Background: an optimization exercise with open tools, aiming at small area, a short achievable clock period and few clock cycles per item. Do not read the settings as production practice.
At most, simulation tests tie the RTL to the original design; equivalence was not proved.
No functional check of the RTL was part of run 2.
Power and IR drop assume default switching activity.

==> config.mk <==
export PLATFORM = sky130hd
export DESIGN_NAME = vector_floating_point_divide_unit_iterative
export DESIGN_NICKNAME = vector_floating_point_divide_unit_iterative
export VERILOG_FILES = /design/flow/design.v
export SDC_FILE = /design/flow/constraint.sdc
export NUM_CORES = 4
export LEC_CHECK = 0
export CAP_MARGIN = 20
export CORE_MARGIN = 2
export CORE_UTILIZATION = 50
export CTS_CLUSTER_DIAMETER = 80
export CTS_CLUSTER_SIZE = 20
export SETUP_SLACK_MARGIN = 1.8
export SLEW_MARGIN = 20
export TNS_END_PERCENT = 0
==> constraint.sdc <==
create_clock -name core_clock -period 5.5 [get_ports {clock}]
set_input_delay 1.1000 -clock core_clock [delete_from_list [all_inputs] [get_ports {clock}]]
set_output_delay 1.1000 -clock core_clock [all_outputs]
set_load 0.01 [all_outputs]
==> design.v <==
package vector_floating_point_divide_unit_iterative_pkg;
  localparam logic [2:0] ZERO   = 3'd0;
  localparam logic [2:0] NORMAL = 3'd1;
  localparam logic [2:0] INF    = 3'd2;
  localparam logic [2:0] QNAN   = 3'd3;
  localparam logic [2:0] SNAN   = 3'd4;
  localparam int FF_NV = 4;
  localparam int FF_DZ = 3;
  localparam int FF_OF = 2;
  localparam int FF_UF = 1;
  localparam int FF_NX = 0;
  localparam logic [1:0] IDLE   = 2'd0;
  localparam logic [1:0] DIVIDE = 2'd1;
  localparam logic [1:0] ROUND  = 2'd2;
  localparam logic [1:0] DONE   = 2'd3;
  localparam logic [31:0] FP32_CANONICAL_NAN  = 32'h7FC00000;
  localparam int          FP32_BIAS           = 127;
  localparam int          FP32_DIV_ITERATIONS = 26;
  function automatic logic [2:0] fp32_classify(input logic [31:0] x);
    logic [2:0] c;
    if (x[30:23] == 8'h00)      c = ZERO;
    else if (x[30:23] == 8'hFF) c = (x[22:0] == 23'd0) ? INF :
                                    (x[22] ? QNAN : SNAN);
    else                        c = NORMAL;
    fp32_classify = c;
  endfunction
endpackage
module fp32_divide_lane (
  input  logic        clock,
  input  logic        load,
  input  logic        step,
  input  logic        fin1,
  input  logic        round,
  input  logic [30:0] op_a,
  input  logic [30:0] op_b,
  input  logic        sign_in,
  output logic [31:0] result,
  output logic [4:0]  flags
);
  localparam int NV = vector_floating_point_divide_unit_iterative_pkg::FF_NV;
  localparam int DZ = vector_floating_point_divide_unit_iterative_pkg::FF_DZ;
  localparam int OF = vector_floating_point_divide_unit_iterative_pkg::FF_OF;
  localparam int UF = vector_floating_point_divide_unit_iterative_pkg::FF_UF;
  localparam int NX = vector_floating_point_divide_unit_iterative_pkg::FF_NX;
  logic [26:0] s_q, c_q;   
  logic [22:0] d_q;        
  logic [25:0] q_q;        
  logic [22:0] rf_q;       
  logic        neg_q, nz_q;  
  logic [9:0]  e_q;        
  logic        h_q;        
  logic        s_sign_q;
  logic        sp_nan_q, sp_inf_q, sp_zero_q, sp_nv_q, sp_dz_q;
  logic        rs_q;
  logic [7:0]  re_q;
  logic a_zero, a_inf, a_nan, a_snan, b_zero, b_inf, b_nan, b_snan;
  logic a_ff, b_ff, a_fz, b_fz;
  assign a_ff   = &op_a[30:23];
  assign b_ff   = &op_b[30:23];
  assign a_fz   = ~|op_a[22:0];
  assign b_fz   = ~|op_b[22:0];
  assign a_zero = ~|op_a[30:23];
  assign b_zero = ~|op_b[30:23];
  assign a_inf  = a_ff & a_fz;
  assign b_inf  = b_ff & b_fz;
  assign a_nan  = a_ff & ~a_fz;
  assign b_nan  = b_ff & ~b_fz;
  assign a_snan = a_nan & ~op_a[22];
  assign b_snan = b_nan & ~op_b[22];
  logic p_nan, p_inf, p_zero, p_nv, p_dz, p_invalid;
  assign p_invalid = (a_zero & b_zero) | (a_inf & b_inf);
  assign p_nan  = a_nan | b_nan | p_invalid;
  assign p_nv   = a_snan | b_snan | p_invalid;
  assign p_inf  = ~p_nan & (a_inf | b_zero);
  assign p_dz   = ~p_nan & ~a_inf & b_zero;
  assign p_zero = ~p_nan & ~a_inf & ~b_zero & (a_zero | b_inf);
  logic [9:0] e_in;
  assign e_in = {2'b00, op_a[30:23]} - {2'b00, op_b[30:23]} + 10'd126;
  logic h_in;
  assign h_in = (op_a[22:20] <= op_b[22:20]);
  function automatic logic [3:0] sel_digit(input logic [2:0] dh, input logic [6:0] e);
    logic [3:0] r;
    case ({dh, e})
      10'd3: r = 4'b0100;
      10'd4: r = 4'b0100;
      10'd5: r = 4'b0100;
      10'd6: r = 4'b0100;
      10'd7: r = 4'b0100;
      10'd8: r = 4'b0100;
      10'd9: r = 4'b0100;
      10'd10: r = 4'b0100;
      10'd11: r = 4'b0100;
      10'd12: r = 4'b1000;
      10'd13: r = 4'b1000;
      10'd14: r = 4'b1000;
      10'd15: r = 4'b1000;
      10'd16: r = 4'b1000;
      10'd17: r = 4'b1000;
      10'd18: r = 4'b1000;
      10'd19: r = 4'b1000;
      10'd20: r = 4'b1000;
      10'd21: r = 4'b1000;
      10'd22: r = 4'b1000;
      10'd23: r = 4'b1000;
      10'd24: r = 4'b1000;
      10'd25: r = 4'b1000;
      10'd26: r = 4'b1000;
      10'd27: r = 4'b1000;
      10'd28: r = 4'b1000;
      10'd29: r = 4'b1000;
      10'd30: r = 4'b1000;
      10'd31: r = 4'b1000;
      10'd32: r = 4'b1000;
      10'd33: r = 4'b1000;
      10'd34: r = 4'b1000;
      10'd35: r = 4'b1000;
      10'd36: r = 4'b1000;
      10'd37: r = 4'b1000;
      10'd38: r = 4'b1000;
      10'd39: r = 4'b1000;
      10'd40: r = 4'b1000;
      10'd41: r = 4'b1000;
      10'd42: r = 4'b1000;
      10'd43: r = 4'b1000;
      10'd44: r = 4'b1000;
      10'd45: r = 4'b1000;
      10'd46: r = 4'b1000;
      10'd47: r = 4'b1000;
      10'd48: r = 4'b1000;
      10'd49: r = 4'b1000;
      10'd50: r = 4'b1000;
      10'd51: r = 4'b1000;
      10'd52: r = 4'b1000;
      10'd53: r = 4'b1000;
      10'd54: r = 4'b1000;
      10'd55: r = 4'b1000;
      10'd56: r = 4'b1000;
      10'd57: r = 4'b1000;
      10'd58: r = 4'b1000;
      10'd59: r = 4'b1000;
      10'd60: r = 4'b1000;
      10'd61: r = 4'b1000;
      10'd62: r = 4'b1000;
      10'd63: r = 4'b1000;
      10'd64: r = 4'b0001;
      10'd65: r = 4'b0001;
      10'd66: r = 4'b0001;
      10'd67: r = 4'b0001;
      10'd68: r = 4'b0001;
      10'd69: r = 4'b0001;
      10'd70: r = 4'b0001;
      10'd71: r = 4'b0001;
      10'd72: r = 4'b0001;
      10'd73: r = 4'b0001;
      10'd74: r = 4'b0001;
      10'd75: r = 4'b0001;
      10'd76: r = 4'b0001;
      10'd77: r = 4'b0001;
      10'd78: r = 4'b0001;
      10'd79: r = 4'b0001;
      10'd80: r = 4'b0001;
      10'd81: r = 4'b0001;
      10'd82: r = 4'b0001;
      10'd83: r = 4'b0001;
      10'd84: r = 4'b0001;
      10'd85: r = 4'b0001;
      10'd86: r = 4'b0001;
      10'd87: r = 4'b0001;
      10'd88: r = 4'b0001;
      10'd89: r = 4'b0001;
      10'd90: r = 4'b0001;
      10'd91: r = 4'b0001;
      10'd92: r = 4'b0001;
      10'd93: r = 4'b0001;
      10'd94: r = 4'b0001;
      10'd95: r = 4'b0001;
      10'd96: r = 4'b0001;
      10'd97: r = 4'b0001;
      10'd98: r = 4'b0001;
      10'd99: r = 4'b0001;
      10'd100: r = 4'b0001;
      10'd101: r = 4'b0001;
      10'd102: r = 4'b0001;
      10'd103: r = 4'b0001;
      10'd104: r = 4'b0001;
      10'd105: r = 4'b0001;
      10'd106: r = 4'b0001;
      10'd107: r = 4'b0001;
      10'd108: r = 4'b0001;
      10'd109: r = 4'b0001;
      10'd110: r = 4'b0001;
      10'd111: r = 4'b0001;
      10'd112: r = 4'b0001;
      10'd113: r = 4'b0001;
      10'd114: r = 4'b0001;
      10'd115: r = 4'b0010;
      10'd116: r = 4'b0010;
      10'd117: r = 4'b0010;
      10'd118: r = 4'b0010;
      10'd119: r = 4'b0010;
      10'd120: r = 4'b0010;
      10'd121: r = 4'b0010;
      10'd122: r = 4'b0010;
      10'd132: r = 4'b0100;
      10'd133: r = 4'b0100;
      10'd134: r = 4'b0100;
      10'd135: r = 4'b0100;
      10'd136: r = 4'b0100;
      10'd137: r = 4'b0100;
      10'd138: r = 4'b0100;
      10'd139: r = 4'b0100;
      10'd140: r = 4'b0100;
      10'd141: r = 4'b0100;
      10'd142: r = 4'b1000;
      10'd143: r = 4'b1000;
      10'd144: r = 4'b1000;
      10'd145: r = 4'b1000;
      10'd146: r = 4'b1000;
      10'd147: r = 4'b1000;
      10'd148: r = 4'b1000;
      10'd149: r = 4'b1000;
      10'd150: r = 4'b1000;
      10'd151: r = 4'b1000;
      10'd152: r = 4'b1000;
      10'd153: r = 4'b1000;
      10'd154: r = 4'b1000;
      10'd155: r = 4'b1000;
      10'd156: r = 4'b1000;
      10'd157: r = 4'b1000;
      10'd158: r = 4'b1000;
      10'd159: r = 4'b1000;
      10'd160: r = 4'b1000;
      10'd161: r = 4'b1000;
      10'd162: r = 4'b1000;
      10'd163: r = 4'b1000;
      10'd164: r = 4'b1000;
      10'd165: r = 4'b1000;
      10'd166: r = 4'b1000;
      10'd167: r = 4'b1000;
      10'd168: r = 4'b1000;
      10'd169: r = 4'b1000;
      10'd170: r = 4'b1000;
      10'd171: r = 4'b1000;
      10'd172: r = 4'b1000;
      10'd173: r = 4'b1000;
      10'd174: r = 4'b1000;
      10'd175: r = 4'b1000;
      10'd176: r = 4'b1000;
      10'd177: r = 4'b1000;
      10'd178: r = 4'b1000;
      10'd179: r = 4'b1000;
      10'd180: r = 4'b1000;
      10'd181: r = 4'b1000;
      10'd182: r = 4'b1000;
      10'd183: r = 4'b1000;
      10'd184: r = 4'b1000;
      10'd185: r = 4'b1000;
      10'd186: r = 4'b1000;
      10'd187: r = 4'b1000;
      10'd188: r = 4'b1000;
      10'd189: r = 4'b1000;
      10'd190: r = 4'b1000;
      10'd191: r = 4'b1000;
      10'd192: r = 4'b0001;
      10'd193: r = 4'b0001;
      10'd194: r = 4'b0001;
      10'd195: r = 4'b0001;
      10'd196: r = 4'b0001;
      10'd197: r = 4'b0001;
      10'd198: r = 4'b0001;
      10'd199: r = 4'b0001;
      10'd200: r = 4'b0001;
      10'd201: r = 4'b0001;
      10'd202: r = 4'b0001;
      10'd203: r = 4'b0001;
      10'd204: r = 4'b0001;
      10'd205: r = 4'b0001;
      10'd206: r = 4'b0001;
      10'd207: r = 4'b0001;
      10'd208: r = 4'b0001;
      10'd209: r = 4'b0001;
      10'd210: r = 4'b0001;
      10'd211: r = 4'b0001;
      10'd212: r = 4'b0001;
      10'd213: r = 4'b0001;
      10'd214: r = 4'b0001;
      10'd215: r = 4'b0001;
      10'd216: r = 4'b0001;
      10'd217: r = 4'b0001;
      10'd218: r = 4'b0001;
      10'd219: r = 4'b0001;
      10'd220: r = 4'b0001;
      10'd221: r = 4'b0001;
      10'd222: r = 4'b0001;
      10'd223: r = 4'b0001;
      10'd224: r = 4'b0001;
      10'd225: r = 4'b0001;
      10'd226: r = 4'b0001;
      10'd227: r = 4'b0001;
      10'd228: r = 4'b0001;
      10'd229: r = 4'b0001;
      10'd230: r = 4'b0001;
      10'd231: r = 4'b0001;
      10'd232: r = 4'b0001;
      10'd233: r = 4'b0001;
      10'd234: r = 4'b0001;
      10'd235: r = 4'b0001;
      10'd236: r = 4'b0001;
      10'd237: r = 4'b0001;
      10'd238: r = 4'b0001;
      10'd239: r = 4'b0001;
      10'd240: r = 4'b0001;
      10'd241: r = 4'b0010;
      10'd242: r = 4'b0010;
      10'd243: r = 4'b0010;
      10'd244: r = 4'b0010;
      10'd245: r = 4'b0010;
      10'd246: r = 4'b0010;
      10'd247: r = 4'b0010;
      10'd248: r = 4'b0010;
      10'd249: r = 4'b0010;
      10'd260: r = 4'b0100;
      10'd261: r = 4'b0100;
      10'd262: r = 4'b0100;
      10'd263: r = 4'b0100;
      10'd264: r = 4'b0100;
      10'd265: r = 4'b0100;
      10'd266: r = 4'b0100;
      10'd267: r = 4'b0100;
      10'd268: r = 4'b0100;
      10'd269: r = 4'b0100;
      10'd270: r = 4'b0100;
      10'd271: r = 4'b1000;
      10'd272: r = 4'b1000;
      10'd273: r = 4'b1000;
      10'd274: r = 4'b1000;
      10'd275: r = 4'b1000;
      10'd276: r = 4'b1000;
      10'd277: r = 4'b1000;
      10'd278: r = 4'b1000;
      10'd279: r = 4'b1000;
      10'd280: r = 4'b1000;
      10'd281: r = 4'b1000;
      10'd282: r = 4'b1000;
      10'd283: r = 4'b1000;
      10'd284: r = 4'b1000;
      10'd285: r = 4'b1000;
      10'd286: r = 4'b1000;
      10'd287: r = 4'b1000;
      10'd288: r = 4'b1000;
      10'd289: r = 4'b1000;
      10'd290: r = 4'b1000;
      10'd291: r = 4'b1000;
      10'd292: r = 4'b1000;
      10'd293: r = 4'b1000;
      10'd294: r = 4'b1000;
      10'd295: r = 4'b1000;
      10'd296: r = 4'b1000;
      10'd297: r = 4'b1000;
      10'd298: r = 4'b1000;
      10'd299: r = 4'b1000;
      10'd300: r = 4'b1000;
      10'd301: r = 4'b1000;
      10'd302: r = 4'b1000;
      10'd303: r = 4'b1000;
      10'd304: r = 4'b1000;
      10'd305: r = 4'b1000;
      10'd306: r = 4'b1000;
      10'd307: r = 4'b1000;
      10'd308: r = 4'b1000;
      10'd309: r = 4'b1000;
      10'd310: r = 4'b1000;
      10'd311: r = 4'b1000;
      10'd312: r = 4'b1000;
      10'd313: r = 4'b1000;
      10'd314: r = 4'b1000;
      10'd315: r = 4'b1000;
      10'd316: r = 4'b1000;
      10'd317: r = 4'b1000;
      10'd318: r = 4'b1000;
      10'd319: r = 4'b1000;
      10'd320: r = 4'b0001;
      10'd321: r = 4'b0001;
      10'd322: r = 4'b0001;
      10'd323: r = 4'b0001;
      10'd324: r = 4'b0001;
      10'd325: r = 4'b0001;
      10'd326: r = 4'b0001;
      10'd327: r = 4'b0001;
      10'd328: r = 4'b0001;
      10'd329: r = 4'b0001;
      10'd330: r = 4'b0001;
      10'd331: r = 4'b0001;
      10'd332: r = 4'b0001;
      10'd333: r = 4'b0001;
      10'd334: r = 4'b0001;
      10'd335: r = 4'b0001;
      10'd336: r = 4'b0001;
      10'd337: r = 4'b0001;
      10'd338: r = 4'b0001;
      10'd339: r = 4'b0001;
      10'd340: r = 4'b0001;
      10'd341: r = 4'b0001;
      10'd342: r = 4'b0001;
      10'd343: r = 4'b0001;
      10'd344: r = 4'b0001;
      10'd345: r = 4'b0001;
      10'd346: r = 4'b0001;
      10'd347: r = 4'b0001;
      10'd348: r = 4'b0001;
      10'd349: r = 4'b0001;
      10'd350: r = 4'b0001;
      10'd351: r = 4'b0001;
      10'd352: r = 4'b0001;
      10'd353: r = 4'b0001;
      10'd354: r = 4'b0001;
      10'd355: r = 4'b0001;
      10'd356: r = 4'b0001;
      10'd357: r = 4'b0001;
      10'd358: r = 4'b0001;
      10'd359: r = 4'b0001;
      10'd360: r = 4'b0001;
      10'd361: r = 4'b0001;
      10'd362: r = 4'b0001;
      10'd363: r = 4'b0001;
      10'd364: r = 4'b0001;
      10'd365: r = 4'b0001;
      10'd366: r = 4'b0001;
      10'd367: r = 4'b0001;
      10'd368: r = 4'b0010;
      10'd369: r = 4'b0010;
      10'd370: r = 4'b0010;
      10'd371: r = 4'b0010;
      10'd372: r = 4'b0010;
      10'd373: r = 4'b0010;
      10'd374: r = 4'b0010;
      10'd375: r = 4'b0010;
      10'd376: r = 4'b0010;
      10'd377: r = 4'b0010;
      10'd388: r = 4'b0100;
      10'd389: r = 4'b0100;
      10'd390: r = 4'b0100;
      10'd391: r = 4'b0100;
      10'd392: r = 4'b0100;
      10'd393: r = 4'b0100;
      10'd394: r = 4'b0100;
      10'd395: r = 4'b0100;
      10'd396: r = 4'b0100;
      10'd397: r = 4'b0100;
      10'd398: r = 4'b0100;
      10'd399: r = 4'b0100;
      10'd400: r = 4'b1000;
      10'd401: r = 4'b1000;
      10'd402: r = 4'b1000;
      10'd403: r = 4'b1000;
      10'd404: r = 4'b1000;
      10'd405: r = 4'b1000;
      10'd406: r = 4'b1000;
      10'd407: r = 4'b1000;
      10'd408: r = 4'b1000;
      10'd409: r = 4'b1000;
      10'd410: r = 4'b1000;
      10'd411: r = 4'b1000;
      10'd412: r = 4'b1000;
      10'd413: r = 4'b1000;
      10'd414: r = 4'b1000;
      10'd415: r = 4'b1000;
      10'd416: r = 4'b1000;
      10'd417: r = 4'b1000;
      10'd418: r = 4'b1000;
      10'd419: r = 4'b1000;
      10'd420: r = 4'b1000;
      10'd421: r = 4'b1000;
      10'd422: r = 4'b1000;
      10'd423: r = 4'b1000;
      10'd424: r = 4'b1000;
      10'd425: r = 4'b1000;
      10'd426: r = 4'b1000;
      10'd427: r = 4'b1000;
      10'd428: r = 4'b1000;
      10'd429: r = 4'b1000;
      10'd430: r = 4'b1000;
      10'd431: r = 4'b1000;
      10'd432: r = 4'b1000;
      10'd433: r = 4'b1000;
      10'd434: r = 4'b1000;
      10'd435: r = 4'b1000;
      10'd436: r = 4'b1000;
      10'd437: r = 4'b1000;
      10'd438: r = 4'b1000;
      10'd439: r = 4'b1000;
      10'd440: r = 4'b1000;
      10'd441: r = 4'b1000;
      10'd442: r = 4'b1000;
      10'd443: r = 4'b1000;
      10'd444: r = 4'b1000;
      10'd445: r = 4'b1000;
      10'd446: r = 4'b1000;
      10'd447: r = 4'b1000;
      10'd448: r = 4'b0001;
      10'd449: r = 4'b0001;
      10'd450: r = 4'b0001;
      10'd451: r = 4'b0001;
      10'd452: r = 4'b0001;
      10'd453: r = 4'b0001;
      10'd454: r = 4'b0001;
      10'd455: r = 4'b0001;
      10'd456: r = 4'b0001;
      10'd457: r = 4'b0001;
      10'd458: r = 4'b0001;
      10'd459: r = 4'b0001;
      10'd460: r = 4'b0001;
      10'd461: r = 4'b0001;
      10'd462: r = 4'b0001;
      10'd463: r = 4'b0001;
      10'd464: r = 4'b0001;
      10'd465: r = 4'b0001;
      10'd466: r = 4'b0001;
      10'd467: r = 4'b0001;
      10'd468: r = 4'b0001;
      10'd469: r = 4'b0001;
      10'd470: r = 4'b0001;
      10'd471: r = 4'b0001;
      10'd472: r = 4'b0001;
      10'd473: r = 4'b0001;
      10'd474: r = 4'b0001;
      10'd475: r = 4'b0001;
      10'd476: r = 4'b0001;
      10'd477: r = 4'b0001;
      10'd478: r = 4'b0001;
      10'd479: r = 4'b0001;
      10'd480: r = 4'b0001;
      10'd481: r = 4'b0001;
      10'd482: r = 4'b0001;
      10'd483: r = 4'b0001;
      10'd484: r = 4'b0001;
      10'd485: r = 4'b0001;
      10'd486: r = 4'b0001;
      10'd487: r = 4'b0001;
      10'd488: r = 4'b0001;
      10'd489: r = 4'b0001;
      10'd490: r = 4'b0001;
      10'd491: r = 4'b0001;
      10'd492: r = 4'b0001;
      10'd493: r = 4'b0001;
      10'd494: r = 4'b0010;
      10'd495: r = 4'b0010;
      10'd496: r = 4'b0010;
      10'd497: r = 4'b0010;
      10'd498: r = 4'b0010;
      10'd499: r = 4'b0010;
      10'd500: r = 4'b0010;
      10'd501: r = 4'b0010;
      10'd502: r = 4'b0010;
      10'd503: r = 4'b0010;
      10'd504: r = 4'b0010;
      10'd517: r = 4'b0100;
      10'd518: r = 4'b0100;
      10'd519: r = 4'b0100;
      10'd520: r = 4'b0100;
      10'd521: r = 4'b0100;
      10'd522: r = 4'b0100;
      10'd523: r = 4'b0100;
      10'd524: r = 4'b0100;
      10'd525: r = 4'b0100;
      10'd526: r = 4'b0100;
      10'd527: r = 4'b0100;
      10'd528: r = 4'b0100;
      10'd529: r = 4'b0100;
      10'd530: r = 4'b1000;
      10'd531: r = 4'b1000;
      10'd532: r = 4'b1000;
      10'd533: r = 4'b1000;
      10'd534: r = 4'b1000;
      10'd535: r = 4'b1000;
      10'd536: r = 4'b1000;
      10'd537: r = 4'b1000;
      10'd538: r = 4'b1000;
      10'd539: r = 4'b1000;
      10'd540: r = 4'b1000;
      10'd541: r = 4'b1000;
      10'd542: r = 4'b1000;
      10'd543: r = 4'b1000;
      10'd544: r = 4'b1000;
      10'd545: r = 4'b1000;
      10'd546: r = 4'b1000;
      10'd547: r = 4'b1000;
      10'd548: r = 4'b1000;
      10'd549: r = 4'b1000;
      10'd550: r = 4'b1000;
      10'd551: r = 4'b1000;
      10'd552: r = 4'b1000;
      10'd553: r = 4'b1000;
      10'd554: r = 4'b1000;
      10'd555: r = 4'b1000;
      10'd556: r = 4'b1000;
      10'd557: r = 4'b1000;
      10'd558: r = 4'b1000;
      10'd559: r = 4'b1000;
      10'd560: r = 4'b1000;
      10'd561: r = 4'b1000;
      10'd562: r = 4'b1000;
      10'd563: r = 4'b1000;
      10'd564: r = 4'b1000;
      10'd565: r = 4'b1000;
      10'd566: r = 4'b1000;
      10'd567: r = 4'b1000;
      10'd568: r = 4'b1000;
      10'd569: r = 4'b1000;
      10'd570: r = 4'b1000;
      10'd571: r = 4'b1000;
      10'd572: r = 4'b1000;
      10'd573: r = 4'b1000;
      10'd574: r = 4'b1000;
      10'd575: r = 4'b1000;
      10'd576: r = 4'b0001;
      10'd577: r = 4'b0001;
      10'd578: r = 4'b0001;
      10'd579: r = 4'b0001;
      10'd580: r = 4'b0001;
      10'd581: r = 4'b0001;
      10'd582: r = 4'b0001;
      10'd583: r = 4'b0001;
      10'd584: r = 4'b0001;
      10'd585: r = 4'b0001;
      10'd586: r = 4'b0001;
      10'd587: r = 4'b0001;
      10'd588: r = 4'b0001;
      10'd589: r = 4'b0001;
      10'd590: r = 4'b0001;
      10'd591: r = 4'b0001;
      10'd592: r = 4'b0001;
      10'd593: r = 4'b0001;
      10'd594: r = 4'b0001;
      10'd595: r = 4'b0001;
      10'd596: r = 4'b0001;
      10'd597: r = 4'b0001;
      10'd598: r = 4'b0001;
      10'd599: r = 4'b0001;
      10'd600: r = 4'b0001;
      10'd601: r = 4'b0001;
      10'd602: r = 4'b0001;
      10'd603: r = 4'b0001;
      10'd604: r = 4'b0001;
      10'd605: r = 4'b0001;
      10'd606: r = 4'b0001;
      10'd607: r = 4'b0001;
      10'd608: r = 4'b0001;
      10'd609: r = 4'b0001;
      10'd610: r = 4'b0001;
      10'd611: r = 4'b0001;
      10'd612: r = 4'b0001;
      10'd613: r = 4'b0001;
      10'd614: r = 4'b0001;
      10'd615: r = 4'b0001;
      10'd616: r = 4'b0001;
      10'd617: r = 4'b0001;
      10'd618: r = 4'b0001;
      10'd619: r = 4'b0001;
      10'd620: r = 4'b0010;
      10'd621: r = 4'b0010;
      10'd622: r = 4'b0010;
      10'd623: r = 4'b0010;
      10'd624: r = 4'b0010;
      10'd625: r = 4'b0010;
      10'd626: r = 4'b0010;
      10'd627: r = 4'b0010;
      10'd628: r = 4'b0010;
      10'd629: r = 4'b0010;
      10'd630: r = 4'b0010;
      10'd631: r = 4'b0010;
      10'd645: r = 4'b0100;
      10'd646: r = 4'b0100;
      10'd647: r = 4'b0100;
      10'd648: r = 4'b0100;
      10'd649: r = 4'b0100;
      10'd650: r = 4'b0100;
      10'd651: r = 4'b0100;
      10'd652: r = 4'b0100;
      10'd653: r = 4'b0100;
      10'd654: r = 4'b0100;
      10'd655: r = 4'b0100;
      10'd656: r = 4'b0100;
      10'd657: r = 4'b0100;
      10'd658: r = 4'b0100;
      10'd659: r = 4'b1000;
      10'd660: r = 4'b1000;
      10'd661: r = 4'b1000;
      10'd662: r = 4'b1000;
      10'd663: r = 4'b1000;
      10'd664: r = 4'b1000;
      10'd665: r = 4'b1000;
      10'd666: r = 4'b1000;
      10'd667: r = 4'b1000;
      10'd668: r = 4'b1000;
      10'd669: r = 4'b1000;
      10'd670: r = 4'b1000;
      10'd671: r = 4'b1000;
      10'd672: r = 4'b1000;
      10'd673: r = 4'b1000;
      10'd674: r = 4'b1000;
      10'd675: r = 4'b1000;
      10'd676: r = 4'b1000;
      10'd677: r = 4'b1000;
      10'd678: r = 4'b1000;
      10'd679: r = 4'b1000;
      10'd680: r = 4'b1000;
      10'd681: r = 4'b1000;
      10'd682: r = 4'b1000;
      10'd683: r = 4'b1000;
      10'd684: r = 4'b1000;
      10'd685: r = 4'b1000;
      10'd686: r = 4'b1000;
      10'd687: r = 4'b1000;
      10'd688: r = 4'b1000;
      10'd689: r = 4'b1000;
      10'd690: r = 4'b1000;
      10'd691: r = 4'b1000;
      10'd692: r = 4'b1000;
      10'd693: r = 4'b1000;
      10'd694: r = 4'b1000;
      10'd695: r = 4'b1000;
      10'd696: r = 4'b1000;
      10'd697: r = 4'b1000;
      10'd698: r = 4'b1000;
      10'd699: r = 4'b1000;
      10'd700: r = 4'b1000;
      10'd701: r = 4'b1000;
      10'd702: r = 4'b1000;
      10'd703: r = 4'b1000;
      10'd704: r = 4'b0001;
      10'd705: r = 4'b0001;
      10'd706: r = 4'b0001;
      10'd707: r = 4'b0001;
      10'd708: r = 4'b0001;
      10'd709: r = 4'b0001;
      10'd710: r = 4'b0001;
      10'd711: r = 4'b0001;
      10'd712: r = 4'b0001;
      10'd713: r = 4'b0001;
      10'd714: r = 4'b0001;
      10'd715: r = 4'b0001;
      10'd716: r = 4'b0001;
      10'd717: r = 4'b0001;
      10'd718: r = 4'b0001;
      10'd719: r = 4'b0001;
      10'd720: r = 4'b0001;
      10'd721: r = 4'b0001;
      10'd722: r = 4'b0001;
      10'd723: r = 4'b0001;
      10'd724: r = 4'b0001;
      10'd725: r = 4'b0001;
      10'd726: r = 4'b0001;
      10'd727: r = 4'b0001;
      10'd728: r = 4'b0001;
      10'd729: r = 4'b0001;
      10'd730: r = 4'b0001;
      10'd731: r = 4'b0001;
      10'd732: r = 4'b0001;
      10'd733: r = 4'b0001;
      10'd734: r = 4'b0001;
      10'd735: r = 4'b0001;
      10'd736: r = 4'b0001;
      10'd737: r = 4'b0001;
      10'd738: r = 4'b0001;
      10'd739: r = 4'b0001;
      10'd740: r = 4'b0001;
      10'd741: r = 4'b0001;
      10'd742: r = 4'b0001;
      10'd743: r = 4'b0001;
      10'd744: r = 4'b0001;
      10'd745: r = 4'b0001;
      10'd746: r = 4'b0001;
      10'd747: r = 4'b0010;
      10'd748: r = 4'b0010;
      10'd749: r = 4'b0010;
      10'd750: r = 4'b0010;
      10'd751: r = 4'b0010;
      10'd752: r = 4'b0010;
      10'd753: r = 4'b0010;
      10'd754: r = 4'b0010;
      10'd755: r = 4'b0010;
      10'd756: r = 4'b0010;
      10'd757: r = 4'b0010;
      10'd758: r = 4'b0010;
      10'd759: r = 4'b0010;
      10'd773: r = 4'b0100;
      10'd774: r = 4'b0100;
      10'd775: r = 4'b0100;
      10'd776: r = 4'b0100;
      10'd777: r = 4'b0100;
      10'd778: r = 4'b0100;
      10'd779: r = 4'b0100;
      10'd780: r = 4'b0100;
      10'd781: r = 4'b0100;
      10'd782: r = 4'b0100;
      10'd783: r = 4'b0100;
      10'd784: r = 4'b0100;
      10'd785: r = 4'b0100;
      10'd786: r = 4'b0100;
      10'd787: r = 4'b0100;
      10'd788: r = 4'b1000;
      10'd789: r = 4'b1000;
      10'd790: r = 4'b1000;
      10'd791: r = 4'b1000;
      10'd792: r = 4'b1000;
      10'd793: r = 4'b1000;
      10'd794: r = 4'b1000;
      10'd795: r = 4'b1000;
      10'd796: r = 4'b1000;
      10'd797: r = 4'b1000;
      10'd798: r = 4'b1000;
      10'd799: r = 4'b1000;
      10'd800: r = 4'b1000;
      10'd801: r = 4'b1000;
      10'd802: r = 4'b1000;
      10'd803: r = 4'b1000;
      10'd804: r = 4'b1000;
      10'd805: r = 4'b1000;
      10'd806: r = 4'b1000;
      10'd807: r = 4'b1000;
      10'd808: r = 4'b1000;
      10'd809: r = 4'b1000;
      10'd810: r = 4'b1000;
      10'd811: r = 4'b1000;
      10'd812: r = 4'b1000;
      10'd813: r = 4'b1000;
      10'd814: r = 4'b1000;
      10'd815: r = 4'b1000;
      10'd816: r = 4'b1000;
      10'd817: r = 4'b1000;
      10'd818: r = 4'b1000;
      10'd819: r = 4'b1000;
      10'd820: r = 4'b1000;
      10'd821: r = 4'b1000;
      10'd822: r = 4'b1000;
      10'd823: r = 4'b1000;
      10'd824: r = 4'b1000;
      10'd825: r = 4'b1000;
      10'd826: r = 4'b1000;
      10'd827: r = 4'b1000;
      10'd828: r = 4'b1000;
      10'd829: r = 4'b1000;
      10'd830: r = 4'b1000;
      10'd831: r = 4'b1000;
      10'd832: r = 4'b0001;
      10'd833: r = 4'b0001;
      10'd834: r = 4'b0001;
      10'd835: r = 4'b0001;
      10'd836: r = 4'b0001;
      10'd837: r = 4'b0001;
      10'd838: r = 4'b0001;
      10'd839: r = 4'b0001;
      10'd840: r = 4'b0001;
      10'd841: r = 4'b0001;
      10'd842: r = 4'b0001;
      10'd843: r = 4'b0001;
      10'd844: r = 4'b0001;
      10'd845: r = 4'b0001;
      10'd846: r = 4'b0001;
      10'd847: r = 4'b0001;
      10'd848: r = 4'b0001;
      10'd849: r = 4'b0001;
      10'd850: r = 4'b0001;
      10'd851: r = 4'b0001;
      10'd852: r = 4'b0001;
      10'd853: r = 4'b0001;
      10'd854: r = 4'b0001;
      10'd855: r = 4'b0001;
      10'd856: r = 4'b0001;
      10'd857: r = 4'b0001;
      10'd858: r = 4'b0001;
      10'd859: r = 4'b0001;
      10'd860: r = 4'b0001;
      10'd861: r = 4'b0001;
      10'd862: r = 4'b0001;
      10'd863: r = 4'b0001;
      10'd864: r = 4'b0001;
      10'd865: r = 4'b0001;
      10'd866: r = 4'b0001;
      10'd867: r = 4'b0001;
      10'd868: r = 4'b0001;
      10'd869: r = 4'b0001;
      10'd870: r = 4'b0001;
      10'd871: r = 4'b0001;
      10'd872: r = 4'b0001;
      10'd873: r = 4'b0010;
      10'd874: r = 4'b0010;
      10'd875: r = 4'b0010;
      10'd876: r = 4'b0010;
      10'd877: r = 4'b0010;
      10'd878: r = 4'b0010;
      10'd879: r = 4'b0010;
      10'd880: r = 4'b0010;
      10'd881: r = 4'b0010;
      10'd882: r = 4'b0010;
      10'd883: r = 4'b0010;
      10'd884: r = 4'b0010;
      10'd885: r = 4'b0010;
      10'd886: r = 4'b0010;
      10'd902: r = 4'b0100;
      10'd903: r = 4'b0100;
      10'd904: r = 4'b0100;
      10'd905: r = 4'b0100;
      10'd906: r = 4'b0100;
      10'd907: r = 4'b0100;
      10'd908: r = 4'b0100;
      10'd909: r = 4'b0100;
      10'd910: r = 4'b0100;
      10'd911: r = 4'b0100;
      10'd912: r = 4'b0100;
      10'd913: r = 4'b0100;
      10'd914: r = 4'b0100;
      10'd915: r = 4'b0100;
      10'd916: r = 4'b0100;
      10'd917: r = 4'b0100;
      10'd918: r = 4'b1000;
      10'd919: r = 4'b1000;
      10'd920: r = 4'b1000;
      10'd921: r = 4'b1000;
      10'd922: r = 4'b1000;
      10'd923: r = 4'b1000;
      10'd924: r = 4'b1000;
      10'd925: r = 4'b1000;
      10'd926: r = 4'b1000;
      10'd927: r = 4'b1000;
      10'd928: r = 4'b1000;
      10'd929: r = 4'b1000;
      10'd930: r = 4'b1000;
      10'd931: r = 4'b1000;
      10'd932: r = 4'b1000;
      10'd933: r = 4'b1000;
      10'd934: r = 4'b1000;
      10'd935: r = 4'b1000;
      10'd936: r = 4'b1000;
      10'd937: r = 4'b1000;
      10'd938: r = 4'b1000;
      10'd939: r = 4'b1000;
      10'd940: r = 4'b1000;
      10'd941: r = 4'b1000;
      10'd942: r = 4'b1000;
      10'd943: r = 4'b1000;
      10'd944: r = 4'b1000;
      10'd945: r = 4'b1000;
      10'd946: r = 4'b1000;
      10'd947: r = 4'b1000;
      10'd948: r = 4'b1000;
      10'd949: r = 4'b1000;
      10'd950: r = 4'b1000;
      10'd951: r = 4'b1000;
      10'd952: r = 4'b1000;
      10'd953: r = 4'b1000;
      10'd954: r = 4'b1000;
      10'd955: r = 4'b1000;
      10'd956: r = 4'b1000;
      10'd957: r = 4'b1000;
      10'd958: r = 4'b1000;
      10'd959: r = 4'b1000;
      10'd960: r = 4'b0001;
      10'd961: r = 4'b0001;
      10'd962: r = 4'b0001;
      10'd963: r = 4'b0001;
      10'd964: r = 4'b0001;
      10'd965: r = 4'b0001;
      10'd966: r = 4'b0001;
      10'd967: r = 4'b0001;
      10'd968: r = 4'b0001;
      10'd969: r = 4'b0001;
      10'd970: r = 4'b0001;
      10'd971: r = 4'b0001;
      10'd972: r = 4'b0001;
      10'd973: r = 4'b0001;
      10'd974: r = 4'b0001;
      10'd975: r = 4'b0001;
      10'd976: r = 4'b0001;
      10'd977: r = 4'b0001;
      10'd978: r = 4'b0001;
      10'd979: r = 4'b0001;
      10'd980: r = 4'b0001;
      10'd981: r = 4'b0001;
      10'd982: r = 4'b0001;
      10'd983: r = 4'b0001;
      10'd984: r = 4'b0001;
      10'd985: r = 4'b0001;
      10'd986: r = 4'b0001;
      10'd987: r = 4'b0001;
      10'd988: r = 4'b0001;
      10'd989: r = 4'b0001;
      10'd990: r = 4'b0001;
      10'd991: r = 4'b0001;
      10'd992: r = 4'b0001;
      10'd993: r = 4'b0001;
      10'd994: r = 4'b0001;
      10'd995: r = 4'b0001;
      10'd996: r = 4'b0001;
      10'd997: r = 4'b0001;
      10'd998: r = 4'b0001;
      10'd999: r = 4'b0010;
      10'd1000: r = 4'b0010;
      10'd1001: r = 4'b0010;
      10'd1002: r = 4'b0010;
      10'd1003: r = 4'b0010;
      10'd1004: r = 4'b0010;
      10'd1005: r = 4'b0010;
      10'd1006: r = 4'b0010;
      10'd1007: r = 4'b0010;
      10'd1008: r = 4'b0010;
      10'd1009: r = 4'b0010;
      10'd1010: r = 4'b0010;
      10'd1011: r = 4'b0010;
      10'd1012: r = 4'b0010;
      10'd1013: r = 4'b0010;
      default: r = 4'b0000;
    endcase
    sel_digit = r;
  endfunction
  logic [3:0] dg_q;        
  logic qpos, qneg, qone, qtwo;
  assign qpos = dg_q[3] | dg_q[2];
  assign qneg = dg_q[1] | dg_q[0];
  assign qone = dg_q[2] | dg_q[1];
  assign qtwo = dg_q[3] | dg_q[0];
  logic [26:0] mag, addend;
  assign mag    = ({27{qone}} & {3'b000, 1'b1, d_q}) | ({27{qtwo}} & {2'b00, 1'b1, d_q, 1'b0});
  assign addend = qpos ? ~mag : mag;
  logic [26:0] sum, cy;
  assign sum = s_q ^ c_q ^ addend;
  assign cy  = (s_q & c_q) | (s_q & addend) | (c_q & addend);
  logic [26:0] mag_t, addend_t;
  logic [24:17] sum_t, cy_t;
  assign mag_t    = mag;
  assign addend_t = addend;
  assign sum_t    = s_q[24:17] ^ c_q[24:17] ^ addend_t[24:17];
  assign cy_t     = (s_q[24:17] & c_q[24:17]) | (s_q[24:17] & addend_t[24:17]) | (c_q[24:17] & addend_t[24:17]);
  logic [6:0] est_n, est_ld;
  logic [3:0] dg_n, dg_ld;
  assign est_n  = sum_t[24:18] + cy_t[23:17];
  assign dg_n   = sel_digit(d_q[22:20], est_n);
  assign est_ld = h_in ? {2'b00, 1'b1, op_a[22:19]} : {3'b000, 1'b1, op_a[22:20]};
  assign dg_ld  = sel_digit(op_b[22:20], est_ld);
  logic [25:0] q_dec;
  logic [1:0]  dig;
  assign q_dec = q_q - 26'd1;
  assign dig   = {qtwo | (qone & qneg), qone};
  logic        neg, nz, neg_c, nz_c;
  logic [26:0] wsum;
  assign wsum  = s_q + c_q;
  assign neg_c = wsum[26];
  assign nz_c  = ((s_q ^ c_q) != {(s_q[25:0] | c_q[25:0]), 1'b0});
  assign neg   = fin1 ? neg_c : neg_q;
  assign nz    = fin1 ? nz_c  : nz_q;
  logic        lead1, norm, r, xb, lsb, up, inexact;
  logic [22:0] frac, fr, fr_inc;
  logic [23:0] inc_a, inc_b;
  logic        c_inc, c;
  logic [9:0]  e0, e_inc, e_fin;
  logic        ovf, unf, ovf0, unf0, ovf1, unf1;
  logic [31:0] rnd_res;
  logic [4:0]  rnd_flags;
  always_comb begin
    lead1   = q_q[25];
    norm    = ~h_q | lead1;
    frac    = lead1 ? q_q[24:2] : q_q[23:1];
    r       = lead1 ? q_q[1]    : q_q[0];
    xb      = lead1 & q_q[0];
    lsb     = frac[0];
    up      = r & (xb | (~neg & (lsb | nz)));
    inexact = r | xb | nz;
    inc_a   = {1'b0, q_q[24:2]} + 24'd1;
    inc_b   = {1'b0, q_q[23:1]} + 24'd1;
    {c_inc, fr_inc} = lead1 ? inc_a : inc_b;
    fr      = up ? fr_inc : frac;
    c       = up & c_inc;
    e0      = e_q + {9'd0, norm};
    e_inc   = e0 + 10'd1;
    ovf0    = ($signed(e0) >= 10'sd255);
    unf0    = ($signed(e0) <= 10'sd0);
    ovf1    = ($signed(e_inc) >= 10'sd255);
    unf1    = ($signed(e_inc) <= 10'sd0);
    e_fin   = c ? e_inc : e0;
    ovf     = c ? ovf1 : ovf0;
    unf     = c ? unf1 : unf0;
    rnd_flags = '0;
    if (sp_nan_q) begin
      rnd_res       = 32'h7FC00000;
      rnd_flags[NV] = sp_nv_q;
    end else if (sp_inf_q) begin
      rnd_res       = {s_sign_q, 8'hFF, 23'd0};
      rnd_flags[DZ] = sp_dz_q;
    end else if (sp_zero_q) begin
      rnd_res       = {s_sign_q, 31'd0};
    end else if (ovf) begin
      rnd_res       = {s_sign_q, 8'hFF, 23'd0};
      rnd_flags[OF] = 1'b1;
      rnd_flags[NX] = 1'b1;
    end else if (unf) begin
      rnd_res       = {s_sign_q, 31'd0};
      rnd_flags[UF] = 1'b1;
      rnd_flags[NX] = 1'b1;
    end else begin
      rnd_res       = {s_sign_q, e_fin[7:0], fr};
      rnd_flags[NX] = inexact;
    end
  end
  assign flags = rnd_flags;
  always_ff @(posedge clock) begin
    if (load) begin
      s_q   <= h_in ? {2'b00, 1'b1, op_a[22:0], 1'b0} : {3'b000, 1'b1, op_a[22:0]};
      c_q   <= '0;
      dg_q  <= dg_ld;
    end else begin
      s_q   <= {sum[24:0], 2'b00};
      c_q   <= {cy[23:0], qpos, 2'b00};
      dg_q  <= dg_n;
    end
  end
  always_ff @(posedge clock) begin
    if (load) begin
      d_q       <= op_b[22:0];
      e_q       <= e_in;
      h_q       <= h_in;
      s_sign_q  <= sign_in;
      sp_nan_q  <= p_nan;
      sp_inf_q  <= p_inf;
      sp_zero_q <= p_zero;
      sp_nv_q   <= p_nv;
      sp_dz_q   <= p_dz;
    end
    if (step) q_q <= qneg ? {q_dec[23:0], dig} : {q_q[23:0], dig};
    if (fin1) begin
      neg_q <= neg_c;
      nz_q  <= nz_c;
    end
    if (round) begin
      rf_q <= rnd_res[22:0];
      re_q <= rnd_res[30:23];
      rs_q <= rnd_res[31];
    end
  end
  assign result = {rs_q, re_q, rf_q};
endmodule
module vector_floating_point_divide_unit_iterative #(
  parameter int VLEN = 128,
  parameter int SEW  = 32
) (
  input  logic            clock,
  input  logic            reset,
  input  logic            flush,
  input  logic            in_valid,
  output logic            in_ready,
  input  logic            reverse,
  input  logic [VLEN-1:0] vs2,
  input  logic [VLEN-1:0] vs1,
  output logic            out_valid,
  input  logic            out_ready,
  output logic [VLEN-1:0] vd,
  output logic [4:0]      fflags
);
  localparam int NUM_LANES = VLEN / SEW;
  localparam int STEPS     = 13;
  if (SEW != 32) begin : g_sew_chk
    $error("vector divider supports SEW=32 only");
  end
  if (VLEN % 32 != 0) begin : g_vlen_chk
    $error("VLEN must be a multiple of 32");
  end
  logic       idle_q;
  logic       it_q;
  logic       fin_q;
  logic       fin1_q;     
  logic [3:0] cnt_q;
  logic       ov_q;
  logic       ready, accept, last, round_now, it_d, fin_d;
  assign ready     = idle_q | (fin_q & ~ov_q);
  assign in_ready  = ready;
  assign out_valid = ov_q;
  assign accept    = ready & in_valid & ~flush;
  assign last      = (cnt_q == 4'(STEPS - 1));
  assign round_now = fin_q & (~ov_q | out_ready);
  assign it_d      = accept | (it_q & ~last);
  assign fin_d     = (it_q & last) | (fin_q & ~round_now);
  always_ff @(posedge clock or posedge reset) begin
    if (reset) begin
      idle_q <= 1'b0;
      it_q   <= 1'b0;
      fin_q  <= 1'b0;
      fin1_q <= 1'b0;
      cnt_q  <= '0;
      ov_q   <= 1'b0;
    end else if (flush) begin
      idle_q <= 1'b1;
      it_q   <= 1'b0;
      fin_q  <= 1'b0;
      fin1_q <= 1'b0;
      cnt_q  <= '0;
      ov_q   <= 1'b0;
    end else begin
      it_q   <= it_d;
      fin_q  <= fin_d;
      fin1_q <= it_q & last;
      idle_q <= ~it_d & ~fin_d;
      if (it_q) cnt_q <= last ? 4'd0 : cnt_q + 4'd1;
      if (round_now)      ov_q <= 1'b1;
      else if (out_ready) ov_q <= 1'b0;
    end
  end
  logic [NUM_LANES-1:0][31:0] lane_res;
  logic [NUM_LANES-1:0][4:0]  lane_flags;
  logic [4:0]                 flags_or;
  for (genvar i = 0; i < NUM_LANES; i++) begin : g_lane
    logic [30:0] op_a, op_b;
    assign op_a = reverse ? vs1[32*i +: 31] : vs2[32*i +: 31];
    assign op_b = reverse ? vs2[32*i +: 31] : vs1[32*i +: 31];
    assign vd[32*i +: 32] = lane_res[i];
    fp32_divide_lane u_lane (
      .clock    (clock),
      .load     (ready),
      .step     (it_q),
      .fin1     (fin1_q),
      .round    (round_now),
      .op_a     (op_a),
      .op_b     (op_b),
      .sign_in  (vs1[32*i+31] ^ vs2[32*i+31]),
      .result   (lane_res[i]),
      .flags    (lane_flags[i])
    );
  end
  always_comb begin
    flags_or = '0;
    for (int i = 0; i < NUM_LANES; i++) flags_or = flags_or | lane_flags[i];
  end
  always_ff @(posedge clock) begin
    if (round_now) fflags <= flags_or;
  end
endmodule
==> flow/run.sh <==
#!/bin/bash
set -o pipefail
cp standard.sh standard_sh.txt
export BUFFER_PORTS_ARGS="-buffer_cell sky130_fd_sc_hd__buf_1"
bash standard.sh > standard.log 2>&1
==> standard.sh <==
#!/bin/bash
# synth_recipe.tcl (not shown) runs the flow's synth.tcl, then flattens the netlist and writes it again
# the make line also repeats each setting of config.mk as NAME=value (left out here)
make -C /OpenROAD-flow-scripts/flow DESIGN_CONFIG=/design/flow/config.mk WORK_HOME=/design/flow/orfs CLKGATE_MAP_FILE= SYNTH_SCRIPT=/design/flow/synth_recipe.tcl "${@:-finish}"
==> impl_metrics.json, run 1 <==
{
  "status": "timing/DRC/antenna clean",
  "synth_nets": 5614,
  "numCtsBuffers": 47,
  "antenna_found_initial": 4,
  "ys.flop_type": "edfxtp_1",
  "drcViolationCount": 0,
  "synth_top_family_by_area": "simple AND/OR/NAND/NOR gates",
  "cts.clk_slew.worst_paths_ns": 0.09,
  "syn2layout_area_growth_pct": 13.1,
  "totalWireLength_um": 129000,
  "synth-compound-area-share_pct": 11.9,
  "drive_above_1_share_pct": 10.3,
  "required_ns": 6.03,
  "crit_arrival_ns": 4.33,
  "p_leak_nw": 20.5,
  "nets": 5950,
  "start_util_pct": 50.6,
  "peakVddDrop_mv": 0.679,
  "ys_top_cells_by_count": "455 x nor2_1, 397 x edfxtp_1, 386 x inv_1, 322 x nand2_1, 317 x xnor2_1",
  "synth-seq-area-share_pct": 36.1,
  "slew_headroom_pct": 31.1,
  "nFillCells": 8430,
  "postSynth.asyncResetShare_pct": 1.41,
  "synth_enable_flop_cells": 397,
  "fmax_mhz": 263,
  "dieArea_sq_um": 95600,
  "grt_max_degree": 190,
  "hold_violations": 0,
  "path_max_fanout": 7,
  "drv_slew": 0,
  "clock_path_buffers": 3,
  "synth_area_per_cell_sq_um": 9.41,
  "yosys.area_share.simple_pct": 16.0,
  "ys_ff_latch": 638,
  "drt_iter0_drc": 2403,
  "wl_per_cell_um": 19.6,
  "synthXorXnorAreaFrac_pct": 10.3,
  "syn_inst": 4951,
  "synth.top_cell.area_share_pct": 25.6,
  "first_pass_iters": 5,
  "report.final.setup_viol": 0,
  "final_design_area_no_fill_sq_um": 52700,
  "yosysMostFrequentCell": "nor2_1",
  "tritoncts": "yes",
  "hold_path_class": "primary input to asynchronous set/reset pin",
  "critPathBufInv": 6,
  "end_kind": "register",
  "grt-ovfl-total": 0,
  "crit_family": "adder cells",
  "hold_buffers": 0,
  "yosys_warnings": 2,
  "io_pins": 397,
  "die_w_um": 309,
  "worstSetupPathType": "register to register",
  "critPathSlowestCell": "fa_1",
  "skew_ns": 0.0338,
  "gp_congestion": 0.916,
  "dp_hpwl_um": 96000,
  "synth_fa_ha_area_share_pct": 12.3,
  "path_cells": "or2_4 > buf_12 > a22oi_2 > xor2_1 > fa_1 > ha_2 > inv_2 > fa_2 > inv_2 > a21oi_2 > o21bai_2 > xor2_2 > buf_4 > buf_4 > buf_4 > o31ai_1 > a21oi_1 > a22o_1",
  "htree_levels": 2,
  "grt_usage_pct": 26.1,
  "synth_area_leaders": "edfxtp_1 26%, dfxtp_1 10%, ha_1 8.2%",
  "syn_area_sq_um": 46600,
  "cp_common_cell": "buf_4",
  "num_rows": 111,
  "cts_sinks": 638,
  "grt_pass1_wl_um": 197000,
  "period_minus_slack_ns": 3.80,
  "die_height_um": 309,
  "p_per_area_nw_per_um2": 591,
  "synth.mux.area_fraction_pct": 8.09,
  "vias_per_cell": 5.62,
  "slowest_delay_ns": 0.55,
  "cts-root-buf": "clkbuf_16",
  "portBuffers": 396,
  "core_area_sq_um": 91900,
  "drtAntennaViolNets": 0,
  "rsz0062_at_grt": "true",
  "tightest_slew_ns": 1.03,
  "finalSetupTns_ns": 0,
  "fin_crit_sh_pct": 69.1,
  "critPathLaunchType": "register",
  "yosysUniqueCellTypes": 100,
  "grt_pass1_vias": 35036,
  "clock_latency_ns": 0.65,
  "placed_area_sq_um": 49200,
  "yosysTopAreaCell": "edfxtp_1",
  "vias": 36933,
  "maxCapViolCount": 0
}
-- cell families after synthesis --
family | count (synthesis)
muxes | 361
and+or+nand+nor | 1505
AOI/OAI and AO/OA | 868
DFF | 638
adders and majority gates | 401
buffers and inverters | 631
xor gates and xnor gates | 547
-- final timing paths --
path | startpoint | endpoint | slack, ns | cells past startpoint
worst max register to register | g_lane[0].u_lane.dg_q[3] | g_lane[0].u_lane.dg_q[2] | 1.70 | 18
worst max-delay path | g_lane[0].u_lane.dg_q[3] | g_lane[0].u_lane.dg_q[2] | 1.70 | 18
max in group asynchronous | reset | it_q | 4.80 | 2
worst min register to register | g_lane[3].u_lane.neg_q | g_lane[3].u_lane.neg_q | 0.49 | 1
worst min-delay path | reset | idle_q | 0.39 | 2
min in group core_clock | g_lane[3].u_lane.neg_q | g_lane[3].u_lane.neg_q | 0.49 | 1
-- registers in the layout, indices dropped and copies added, names as in the netlist, 5 cells and up --
register and flops:
g_lane.u_lane.re_q 32, g_lane.u_lane.e_q 40, g_lane.u_lane.q_q 104, g_lane.u_lane.dg_q 16
g_lane.u_lane.c_q 100, g_lane.u_lane.rf_q 92, fflags 5, g_lane.u_lane.s_q 108
g_lane.u_lane.d_q 92
-- per-stage QoR --
step	setup WS (ns)	cells	util [%]	hold WS, ns	power [mW]
after floorplan	0.898	4951	-	0.438	20.0
after global placement	0.815	6411	53.5	0.452	23.8
after detailed placement	0.762	6411	53.5	0.461	24.0
after CTS	1.77	6549	56.6	0.362	30.0
after global routing	1.56	6569	57.3	0.386	33.7
final	1.70	6570	57.3	0.391	31.1
-- placed cells by master, fill, tap and decap left out, drive strengths merged, types with 12 or more instances in the layout --
master  netlist  layout
a22oi        93      93
ha          305     305
nor4         84      84
dfxtp       232     232
xnor2       318     318
nand4        96      96
fa           96      96
nor3b        19      19
nand2b       46      46
o21a         17      17
nor2        455     455
clkbuf      167      65
or4          18      18
a21oi       296     296
mux2        113     113
mux2i       248     248
inv         386     400
a211oi       62      62
a21boi       16      16
nand3b       14      14
a21o         31      31
nand2       322     322
o21bai       24      24
xor2        229     229
edfxtp      397     397
nand3       109     111
o21ai       166     166
nor2b        44      44
or3          30      30
or2          23      26
o211ai       15      15
nor3        117     117
o31ai        12      12
and2         56      56
and3         25      25
a31oi        24      24
buf          77     523
-- timing repair --
action,CTS,global route
pin swaps,40,47
endpoints found under the setup margin,162,158
gates resized for setup,166,101
gates cloned,5,7
buffers inserted,46,12
-- report_power, final --
part	total (mW)	internal (mW)	switching, mW
Combinational	20.2	8.71	11.5
Clock	3.94	1.97	1.97
Sequential	6.98	6.13	0.852
-- routing by layer --
| layer | track usage, % | part of all wire [%] | vias to the layer above |
|---|---|---|---|
| li1 | - | - | 18145 |
| met1 | 37.6 | 47 | 17677 |
| met2 | 41.6 | 45 | 975 |
| met3 | 3.59 | 5.8 | 132 |
| met4 | 6.19 | 2.1 | 4 |
| met5 | 0 | 0.023 | - |
-- cell type report --
cell class,instances,area [sq um],share of cell area (%)
diodes,2,5.00,0.00950
clock buffers,62,1370,2.60
clock inverters,25,304,0.577
inverters,387,1470,2.78
multi-input cells,3687,28400,54.0
flip-flops and latches,638,16800,31.9
well taps,1243,1560,2.95
repair buffers,526,2710,5.14
Testbench counts, summed over its fixed seeds: cycles 26,904, items 1,920.
==> run 2: changes to the inputs <==
--- a/design.v
+++ b/design.v
@@ -46,7 +46,8 @@
   logic [22:0] d_q;        
   logic [25:0] q_q;        
   logic [22:0] rf_q;       
-  logic        neg_q, nz_q;  
+  logic        neg_q;      
+  logic        nz_q;       
   logic [9:0]  e_q;        
   logic        h_q;        
   logic        s_sign_q;
@@ -1042,13 +1043,15 @@
   logic [1:0]  dig;
   assign q_dec = q_q - 26'd1;
   assign dig   = {qtwo | (qone & qneg), qone};
-  logic        neg, nz, neg_c, nz_c;
-  logic [26:0] wsum;
+  logic        neg, nz, neg_c, nz_c, nz_s;
+  logic [26:0] wsum, s_n, c_n;
   assign wsum  = s_q + c_q;
   assign neg_c = wsum[26];
-  assign nz_c  = ((s_q ^ c_q) != {(s_q[25:0] | c_q[25:0]), 1'b0});
+  assign s_n   = {sum[24:0], 2'b00};
+  assign c_n   = {cy[23:0], qpos, 2'b00};
+  assign nz_s  = ((s_n ^ c_n) != {(s_n[25:0] | c_n[25:0]), 1'b0});
   assign neg   = fin1 ? neg_c : neg_q;
-  assign nz    = fin1 ? nz_c  : nz_q;
+  assign nz    = nz_q;
   logic        lead1, norm, r, xb, lsb, up, inexact;
   logic [22:0] frac, fr, fr_inc;
   logic [23:0] inc_a, inc_b;
@@ -1109,8 +1112,8 @@
       c_q   <= '0;
       dg_q  <= dg_ld;
     end else begin
-      s_q   <= {sum[24:0], 2'b00};
-      c_q   <= {cy[23:0], qpos, 2'b00};
+      s_q   <= s_n;
+      c_q   <= c_n;
       dg_q  <= dg_n;
     end
   end
@@ -1126,11 +1129,11 @@
       sp_nv_q   <= p_nv;
       sp_dz_q   <= p_dz;
     end
-    if (step) q_q <= qneg ? {q_dec[23:0], dig} : {q_q[23:0], dig};
-    if (fin1) begin
-      neg_q <= neg_c;
-      nz_q  <= nz_c;
+    if (step) begin
+      q_q  <= qneg ? {q_dec[23:0], dig} : {q_q[23:0], dig};
+      nz_q <= nz_s;
     end
+    if (fin1) neg_q <= neg_c;
     if (round) begin
       rf_q <= rnd_res[22:0];
       re_q <= rnd_res[30:23];
--- a/config.mk
+++ b/config.mk
@@ -10,6 +10,6 @@
 export CORE_UTILIZATION = 50
 export CTS_CLUSTER_DIAMETER = 80
 export CTS_CLUSTER_SIZE = 20
-export SETUP_SLACK_MARGIN = 1.8
+export SETUP_SLACK_MARGIN = 2.0
 export SLEW_MARGIN = 20
 export TNS_END_PERCENT = 0
==> run 2 against run 1 <==
Against the previous run:
- register-to-register slack lost 0.09 ns
- wire length grew 6.6%
- fmax fell by 2.3%
- via count is 3.5% higher
- sequential share of layout area shrank 0.50 points
- non-clock buffer count rose by 34
- flip-flop and latch count did not move
- combinational power is about 30% higher
- global-route usage is 1.2 points higher
- clock skew grew 0.016 ns
- clock power about the same
- largest cell class unchanged
==> impl_metrics.json, run 2 <==
{
  "synth.top_cell.area_share_pct": 25.5,
  "core_area_sq_um": 93300,
  "synth_enable_flop_cells": 401,
  "ys_ff_latch": 638,
  "syn2layout_area_growth_pct": 13.8,
  "start_util_pct": 50.5,
  "report.final.setup_viol": 0,
  "wl_per_cell_um": 20.6,
  "path_max_fanout": 13,
  "totalWireLength_um": 137000,
  "final_cell_mix": "438 x nor2_1, 401 x edfxtp_1, 400 x inv_1, 395 x buf_1, 322 x xnor2_1",
  "ys_top_cells_by_count": "447 x nor2_1, 405 x inv_1, 401 x edfxtp_1, 339 x xnor2_1, 305 x ha_1",
  "first_pass_iters": 5,
  "portBuffers": 396,
  "drtAntennaViolNets": 0,
  "die_w_um": 311,
  "vias": 38221,
  "grt-ovfl-total": 0,
  "synth_area_per_cell_sq_um": 9.42,
  "finalSetupTns_ns": 0,
  "antenna_found_initial": 4,
  "slew_headroom_pct": 28.6,
  "fmax_mhz": 257,
  "die_height_um": 311,
  "end_kind": "register",
  "gp_congestion": 0.945,
  "final_common_cell": "nor2_1",
  "grt_pass1_wl_um": 211000,
  "yosysTopAreaCell": "edfxtp_1",
  "p_leak_nw": 21.0,
  "numCtsBuffers": 48,
  "yosysUniqueCellTypes": 95,
  "grtUsageMet1_pct": 39.6,
  "grt_util_met2_pct": 42.8,
  "hold_buffers": 0,
  "tritoncts": "yes",
  "total_power_mw": 37.1,
  "synth_area_leaders": "edfxtp_1 26%, dfxtp_1 9.7%, ha_1 8.1%",
  "largest_register": "g_lane.u_lane.s_q",
  "required_ns": 5.77,
  "crit_arrival_ns": 4.16,
  "grt_busiest_layer": "met2",
  "largest_reg_flops": 108,
  "syn_area_sq_um": 47100,
  "dp_cells": 6461,
  "grt_usage_pct": 27.4,
  "syn_inst": 5007,
  "num_rows": 112,
  "grt_max_degree": 189,
  "tightest_slew_ns": 1.07,
  "fin_crit_sh_pct": 70.7,
  "skew_ns": 0.0498,
  "peakVddDrop_mv": 0.684,
  "io_pins": 397,
  "utilization_pct": 57.5,
  "worstSetupPathType": "register to register",
  "drive_above_1_share_pct": 11.0,
  "dieArea_sq_um": 96800,
  "clock_path_buffers": 3,
  "reg.largest.list": "g_lane.u_lane.s_q x108, g_lane.u_lane.q_q x104, g_lane.u_lane.c_q x100",
  "critPathLaunchType": "register",
  "clock_latency_ns": 0.65,
  "postSynth.asyncResetShare_pct": 1.41,
  "synth-seq-area-share_pct": 35.7,
  "grt_use_met3_pct": 3.72,
  "ys.flop_type": "edfxtp_1",
  "synth_nets": 5670,
  "maxCapViolCount": 0,
  "status": "timing/DRC/antenna clean",
  "nets": 6017,
  "grt_pass1_vias": 36585,
  "drv_slew": 0,
  "p_per_area_nw_per_um2": 691,
  "htree_levels": 2,
  "hold_violations": 0,
  "hold_path_class": "primary input to asynchronous set/reset pin",
  "cts.clk_slew.worst_paths_ns": 0.08,
  "dp_hpwl_um": 105000,
  "cts_sinks": 638,
  "yosys_warnings": 2,
  "yosysMostFrequentCell": "nor2_1",
  "vias_per_cell": 5.75,
  "period_minus_slack_ns": 3.89,
  "final_cells": 6649,
  "cts-root-buf": "clkbuf_16",
  "rsz0062_at_grt": "true",
  "drcViolationCount": 0,
  "drt_iter0_drc": 2830
}
[run 2: path summary, 6_finish.rpt]
| path | startpoint | end | slack, ns | cells after the start |
|---|---|---|---|---|
| worst max-delay path | g_lane[1].u_lane.dg_q[2] | g_lane[1].u_lane.nz_q | 1.61 | 10 |
| worst min register to register | g_lane[0].u_lane.neg_q | g_lane[0].u_lane.neg_q | 0.51 | 2 |
| min in group core_clock | g_lane[0].u_lane.neg_q | g_lane[0].u_lane.neg_q | 0.51 | 2 |
| max in group asynchronous | reset | it_q | 4.83 | 2 |
| worst min-delay path | reset | ov_q | 0.38 | 2 |
| worst max register to register | g_lane[1].u_lane.dg_q[2] | g_lane[1].u_lane.nz_q | 1.61 | 10 |
[run 2: power by group]
part / total [mW] / internal (mW) / leakage, nW / switching (mW)
sequential: 6.96 / 6.11 / 5.88 / 0.855
combinational: 26.2 / 11.4 / 14.3 / 14.9
clock: 3.93 / 1.92 / 0.833 / 2.00
[run 2: area by class of cell]
| cell class | count | area, sq um |
|---|---|---|
| diodes | 1 | 2.50 |
| clock buffers | 63 | 1400 |
| clock inverters | 27 | 297 |
| fillers | 8371 | 39700 |
| inverters | 409 | 1540 |
| multi-input cells | 3697 | 29000 |
| flip-flops and latches | 638 | 16900 |
| well taps | 1254 | 1570 |
| repair buffers | 560 | 2980 |
[run 2: logic make-up (layout without fill, tap and decap cells)]
| family | after synthesis | after routing | synth area share (%) |
|---|---|---|---|
| buffers and inverters | 674 | 1059 | 5.51 |
| xor gates and xnor gates | 552 | 552 | 10.3 |
| and+or+nand+nor | 1465 | 1467 | 15.4 |
| adders and majority gates | 401 | 401 | 12.2 |
| DFF | 638 | 638 | 35.7 |
| AOI/OAI and AO/OA | 880 | 880 | 12.2 |
| muxes | 397 | 397 | 8.73 |
| other | 0 | 1 | 0 |
[run 2: layer usage]
layer	up-vias	share of wire, %
li1	18522	-
met1	18409	47
met2	1132	45
met3	158	5.9
met4	0	2.7
met5	-	0
[run 2: repair_timing]
item / CTS / global route
resized for setup: 174 / 107
pin swaps: 43 / 54
setup buffers: 44 / 48
setup endpoints to repair: 212 / 186
gates cloned: 3 / 2
[run 2: worst max-delay path, stage by stage, from the launching register on]
cell and delay, ns:
dfxtp_1 0.38, or2_4 0.31, buf_4 0.21, a22oi_1 0.24
xnor2_1 0.17, fa_1 0.48, ha_1 0.33, xor2_1 0.44
nand4_1 0.32, nor4_1 0.32, nand4_1 0.32
[run 2: per-stage QoR]
stage / hold slack, ns / worst slack [ns] / cell area, sq um
2_1_floorplan: 0.450 / 0.783 / 47200
3_3_place_gp: 0.474 / 0.668 / 49800
3_5_place_dp: 0.485 / 0.601 / 49800
4_1_cts: 0.348 / 1.75 / 52700
5_1_grt: 0.405 / 1.60 / 53600
6_report: 0.378 / 1.61 / 53700

-- port drivers added, routing unchanged --
Ports are ideal in the flow. The routed layouts listed here were re-timed in OpenROAD.
Step 1, drivers: a clkbuf_16 drives clock and a buf_2 each remaining input, both assumed.
Step 2 times the ports against the registers' clock, not the clock port: input delays grow and output delays shrink by t, the midpoint of the rising clock arrivals with the driver on.
Slacks: ideal ports / drivers / drivers and shift; pairs: ideal ports / drivers.
run	shift t [ns]	slack for setup (ns)	worst hold slack (ns)
run 1	0.701	1.700 / 1.700 / 1.128	0.391 / 0.339 / 0.493
run 2	0.702	1.609 / 1.609 / 1.168	0.378 / 0.324 / 0.508
After both steps every run listed still meets setup and hold. The setup slack of run 1, which loses most, moves by 0.000 ns with the drivers and by -0.572 ns with both steps.
